Background: an optimization exercise with open tools, aiming at small area. Do not read the settings as production practice.
RTL that was checked went through simulation tests only; none was proved equivalent to the original.

## run A
// clefia_ks_gfn12
module clefia_ks_gfn12
(
    input  logic               clk,
    input  logic               rst,
    input  logic               start,
    input  logic [127:0]       key,
    output logic [3:0]         Round,
    input  logic [63:0]        CON,
    output logic               busy,
    output logic               done,
    output logic [127:0]       L
);
Size: ~260 flip-flops, ~330 I/O pins, about 0.016 mm² of cells after synthesis.
Settings: LEC_CHECK=0, CAP_MARGIN=20, CORE_MARGIN=2, CORE_UTILIZATION=70, CTS_BUF_LIST=sky130_fd_sc_hd__clkbuf_4 sky130_fd_sc_hd__clkbuf_8, CTS_CLUSTER_DIAMETER=80, CTS_CLUSTER_SIZE=12, GPL_TIMING_DRIVEN=0, SLEW_MARGIN=20; clock period 8.0 ns.
standard.sh (not shown) runs the stock make flow with config.mk's settings and CLKGATE_MAP_FILE= SYNTH_SCRIPT=/design/flow/synth_recipe.tcl, a recipe that flattens the netlist after the stock synthesis.
==> flow/flow/run.sh <==
#!/bin/bash
# Layout flow: the standard flow (standard.sh) with
#  - synthesis by flow/synth.tcl: the standard synthesis with its combinational
#    logic mapped for area (registers unchanged; see synth.tcl),
#  - minimum-size buffers (buf_1) on the ports.
# make's full output goes to layout.log here; ORFS's per-step logs stay under orfs/logs.
set -euo pipefail
W=$(pwd)
F=$W/flow
bash standard.sh SYNTH_SCRIPT=$F/synth.tcl \
  "BUFFER_PORTS_ARGS=-buffer_cell sky130_fd_sc_hd__buf_1" \
  finish > $W/layout.log 2>&1
==> flow/flow/area.abc <==
strash; &get -n; &dch; &nf -a -R 1000; &put; topo
==> flow/flow/synth.tcl <==
# The standard synthesis script (synth_recipe.tcl) with three changes that
# touch only the combinational logic:
#  - Yosys's synth runs with -noabc (no intermediate generic ABC pass),
#  - ORFS's half/full-adder extraction (extract_fa) is skipped,
#  - the final ABC technology mapping uses flow/area.abc, an area-oriented
#    script, in place of ORFS's speed script.
# Every register, its name and its cell type are those of the standard synthesis.
set area_abc_script [file join [file dirname [file normalize [info script]]] area.abc]
proc synth {args} { yosys synth -nofsm -noshare -noabc {*}$args }
proc extract_fa {args} { puts "extract_fa skipped" }
proc abc {args} {
  set i [lsearch -exact $args -script]
  if { $i >= 0 } { set args [lreplace $args $i [expr {$i + 1}] -script $::area_abc_script] }
  yosys abc {*}$args
}
source $::env(SCRIPTS_DIR)/synth.tcl
# left out here: clear keep_hierarchy, flatten, clean up, hide names made inside functions, write 1_2_yosys.v
Input-level comparison between run B and run A:
Settings: changing CTS_CLUSTER_SIZE from 12 to 8; changing CTS_CLUSTER_DIAMETER from 80 to 50; changing CTS_BUF_LIST from sky130_fd_sc_hd__clkbuf_4 sky130_fd_sc_hd__clkbuf_8 to sky130_fd_sc_hd__clkbuf_4.
[summary]
Share of cell area taken by multi-input logic gates, run B and run A: smaller value in run B. Run B vs run A, via count went up by 136. Looking only at global-route total usage across every layer, and setting everything else aside, the higher value of run B and run A goes to run B. Diff run A -> run B: synthesized flop and latch total essentially unchanged; cell count increased 0.87%.
## Diff of input files: run C against run B
Settings: CTS_CLUSTER_SIZE now 14, was 8; CORE_UTILIZATION now 60, was 70; CTS_CLUSTER_DIAMETER now 100, was 50; CTS_BUF_LIST now sky130_fd_sc_hd__clkbuf_4 sky130_fd_sc_hd__clkbuf_8, was sky130_fd_sc_hd__clkbuf_4.
diff --git a/flow/flow/run.sh b/flow/flow/run.sh
--- a/flow/flow/run.sh
+++ b/flow/flow/run.sh
@@ -3,2 +3,2 @@
-#  - synthesis by flow/synth.tcl: the standard synthesis with its combinational
-#    logic mapped for area (registers unchanged; see synth.tcl),
+#  - synthesis by flow/synth.tcl: the standard synthesis with an area-oriented
+#    final ABC mapping (registers unchanged),
==> flow/flow/synth.tcl <==
# The standard synthesis script (synth_recipe.tcl) with one change: the final
# ABC technology mapping uses flow/area.abc, an area-oriented script, in place
# of ORFS's speed script. Everything before it (and so every register, its name
# and its cell type) is the standard synthesis.
set area_abc_script [file join [file dirname [file normalize [info script]]] area.abc]
proc synth {args} { yosys synth -nofsm -noshare {*}$args }
proc abc {args} {
  set i [lsearch -exact $args -script]
  if { $i >= 0 } { set args [lreplace $args $i [expr {$i + 1}] -script $::area_abc_script] }
  yosys abc {*}$args
}
source $::env(SCRIPTS_DIR)/synth.tcl
# left out here: clear keep_hierarchy, flatten, clean up, hide names made inside functions, write 1_2_yosys.v
==> comparison <==
Diff run B -> run C | cell area | increase of 6.4%. Of the two values seen for end point of the critical path, l_q[11] was produced by run C and l_q[82] by run B. Run C: required time reported for the critical path endpoint lower than run B. Of the two values seen for startpoint of the most critical setup path, CON[33] was produced by run B and CON[25] by run C. Aggregate negative setup slack: run C vs run B identical. Looking only at met1 track demand over resource, and setting everything else aside, the higher value of run B and run C goes to run B.
Edits applied to the flow inputs when going from run C to run D:
Settings: CTS_BUF_LIST now sky130_fd_sc_hd__clkbuf_4, was sky130_fd_sc_hd__clkbuf_4 sky130_fd_sc_hd__clkbuf_8; CTS_CLUSTER_SIZE now 10, was 14; CORE_UTILIZATION now 70, was 60; CTS_CLUSTER_DIAMETER now 60, was 100.
diff --git a/flow/flow/run.sh b/flow/flow/run.sh
--- a/flow/flow/run.sh
+++ b/flow/flow/run.sh
@@ -3,2 +3,2 @@
-#  - synthesis by flow/synth.tcl: the standard synthesis with an area-oriented
-#    final ABC mapping (registers unchanged),
+#  - synthesis by flow/synth.tcl: the standard synthesis with its combinational
+#    logic mapped for area (registers unchanged; see synth.tcl),
==> flow/flow/synth.tcl <==
# The standard synthesis script (synth_recipe.tcl) with three changes that
# touch only the combinational logic:
#  - Yosys's synth runs with -noabc (no intermediate generic ABC pass),
#  - ORFS's half/full-adder extraction (extract_fa) is skipped,
#  - the final ABC technology mapping uses flow/area.abc, an area-oriented
#    script, in place of ORFS's speed script.
# Every register, its name and its cell type are those of the standard synthesis.
set area_abc_script [file join [file dirname [file normalize [info script]]] area.abc]
proc synth {args} { yosys synth -nofsm -noshare -noabc {*}$args }
proc extract_fa {args} { puts "extract_fa skipped" }
proc abc {args} {
  set i [lsearch -exact $args -script]
  if { $i >= 0 } { set args [lreplace $args $i [expr {$i + 1}] -script $::area_abc_script] }
  yosys abc {*}$args
}
source $::env(SCRIPTS_DIR)/synth.tcl
# left out here: clear keep_hierarchy, flatten, clean up, hide names made inside functions, write 1_2_yosys.v
## What came out
Compared with run C, run D shows a final hold slack that is 6.6 ps higher. In the tables for run C and run D, number of nets in the synthesized netlist reads lower with run D. NOTE maximum frequency run C->run D increased slightly. From run C to run D the numbers moved as follows: post-synthesis simple-gate area fraction rose by 0.96 points, final area fell by about 7%, wire length fell by 3500 µm, worst setup slack after layout rose by 100 ps. Every run (run C and run D) finished clean.

== main ==
Another version of the RTL of clefia_ks_gfn12 (not shown whole).
Size: ~1,900 cells after synthesis, about 260 flip-flops, about 330 I/O pins, about 16,000 µm² of cells after synthesis.
Settings: LEC_CHECK=0, CAP_MARGIN=20, CORE_MARGIN=2, CORE_UTILIZATION=60, CTS_BUF_LIST=sky130_fd_sc_hd__clkbuf_16, CTS_CLUSTER_DIAMETER=150, CTS_CLUSTER_SIZE=30, GPL_TIMING_DRIVEN=0, SLEW_MARGIN=20; clock period 8.0 ns.
==> flow/flow/run.sh <==
#!/bin/bash
# Layout flow: the standard flow (standard.sh) with
#  - synthesis by flow/synth.tcl: the standard synthesis with its combinational
#    logic mapped for area (registers unchanged; see synth.tcl),
#  - minimum-size buffers (buf_1) on the ports.
# make's full output goes to layout.log here; ORFS's per-step logs stay under orfs/logs.
set -euo pipefail
W=$(pwd)
F=$W/flow
bash standard.sh SYNTH_SCRIPT=$F/synth.tcl \
  "BUFFER_PORTS_ARGS=-buffer_cell sky130_fd_sc_hd__buf_1" \
  finish > $W/layout.log 2>&1
==> flow/flow/synth.tcl <==
# The standard synthesis script (synth_recipe.tcl) with three changes that
# touch only the combinational logic:
#  - Yosys's synth runs with -noabc (no intermediate generic ABC pass),
#  - ORFS's half/full-adder extraction (extract_fa) is skipped,
#  - the final ABC technology mapping uses flow/area.abc, an area-oriented
#    script, in place of ORFS's speed script.
# Every register, its name and its cell type are those of the standard synthesis.
set area_abc_script [file join [file dirname [file normalize [info script]]] area.abc]
proc synth {args} { yosys synth -nofsm -noshare -noabc {*}$args }
proc extract_fa {args} { puts "extract_fa skipped" }
proc abc {args} {
  set i [lsearch -exact $args -script]
  if { $i >= 0 } { set args [lreplace $args $i [expr {$i + 1}] -script $::area_abc_script] }
  yosys abc {*}$args
}
source $::env(SCRIPTS_DIR)/synth.tcl
# left out here: clear keep_hierarchy, flatten, clean up, hide names made inside functions, write 1_2_yosys.v
Scripts as last shown in full above: flow/flow/area.abc
The following lists how the feature branch was set up differently from main:
- CTS_BUF_LIST now sky130_fd_sc_hd__clkbuf_4 sky130_fd_sc_hd__clkbuf_8, was sky130_fd_sc_hd__clkbuf_16
- CTS_CLUSTER_SIZE now 16, was 30
- CTS_CLUSTER_DIAMETER now 100, was 150
==> summary.txt <==
- Uppermost signal routing layer after detailed routing: met4 -> main, met5 -> the feature branch
- Non-clock buffer count: main vs the feature branch identical
- Between the feature branch and main, the difference in sequential share of layout area is negligible.
- Of the feature branch and main, the lower met2 global-route usage belongs to the feature branch.
No functional check of the RTL was part of any run of this note.

RTL: one of the versions met above, not the one the previous note started from.
For scale: ~1900 cells after synthesis, about 260 flip-flops, roughly 330 I/O pins.
export LEC_CHECK = 0
export CAP_MARGIN = 0
export CORE_MARGIN = 2
export CORE_UTILIZATION = 60
export CTS_BUF_LIST = sky130_fd_sc_hd__clkbuf_4 sky130_fd_sc_hd__clkbuf_8
export CTS_CLUSTER_DIAMETER = 80
export CTS_CLUSTER_SIZE = 12
export GPL_TIMING_DRIVEN = 0
export SLEW_MARGIN = 0
create_clock -name core_clock -period 8.0 [get_ports {clk}]
Scripts as last shown in full above: flow/flow/run.sh, flow/flow/area.abc, flow/flow/synth.tcl
The starting point completed without violations.
Rerun with:
--- a/flow/config.mk
+++ b/flow/config.mk
@@ -8 +8 @@
-export CAP_MARGIN = 0
+export CAP_MARGIN = 20
@@ -15 +15 @@
-export SLEW_MARGIN = 0
+export SLEW_MARGIN = 20
After rerunning:
- register-to-register slack gets worse by 0.06 ns
- critical path depth stays the same
- flip-flop and latch count is unchanged
- design area is about the same
Rerun with:
--- a/flow/config.mk
+++ b/flow/config.mk
@@ -12,2 +12,2 @@
-export CTS_CLUSTER_DIAMETER = 80
-export CTS_CLUSTER_SIZE = 12
+export CTS_CLUSTER_DIAMETER = 100
+export CTS_CLUSTER_SIZE = 16
Hold slack gets better by 0.0047 ns.
Count of clock-buffer cells in the layout shrinks by 4.
Utilization decreases by 0.20 points.
Setup slack gets worse by 0.044 ns.

[afterwards: timing with drivers on the ports]
No port has a modelled driver above. Below, the same layouts with a new extraction and two added sets of constraints. Step 1, drivers: a clkbuf_16 drives clk and a buf_2 each remaining input, both assumed. Step 2 times the ports against the registers' clock, not the clock port: input delays grow and output delays shrink by t, the midpoint of the rising clock arrivals with the driver on. Three values: ideal, step 1, step 2; two values: the first two.
run | shift t [ns] | slack for setup (ns) | slew at the worst register clock pin (ns) | worst data-port slew with drivers (ns)
run A | 0.605 | 0.525 / 0.550 / -0.055 | 0.10 / 0.10 | 0.08
run B | 0.711 | 0.479 / 0.499 / -0.212 | 0.10 / 0.10 | 0.07
run C | 0.617 | 0.423 / 0.442 / -0.175 | 0.12 / 0.12 | 0.06
run D | 0.763 | 0.526 / 0.547 / -0.216 | 0.12 / 0.12 | 0.08
main | 0.540 | 0.331 / 0.359 / -0.181 | 0.12 / 0.12 | 0.10
the feature branch | 0.605 | 0.331 / 0.352 / -0.253 | 0.12 / 0.12 | 0.09
the first run of note 3 | 0.609 | 0.555 / 0.574 / -0.035 | 0.09 / 0.09 | 0.07
the second run of note 3 | 0.619 | 0.489 / 0.516 / -0.103 | 0.09 / 0.09 | 0.08
the third run of note 3 | 0.607 | 0.445 / 0.472 / -0.135 | 0.11 / 0.11 | 0.08
Met with ideal ports but missed after step 2: setup timing in every run listed. For run D, which loses most, drivers alone change the setup slack by +0.021 ns; drivers and shift together by -0.742 ns.
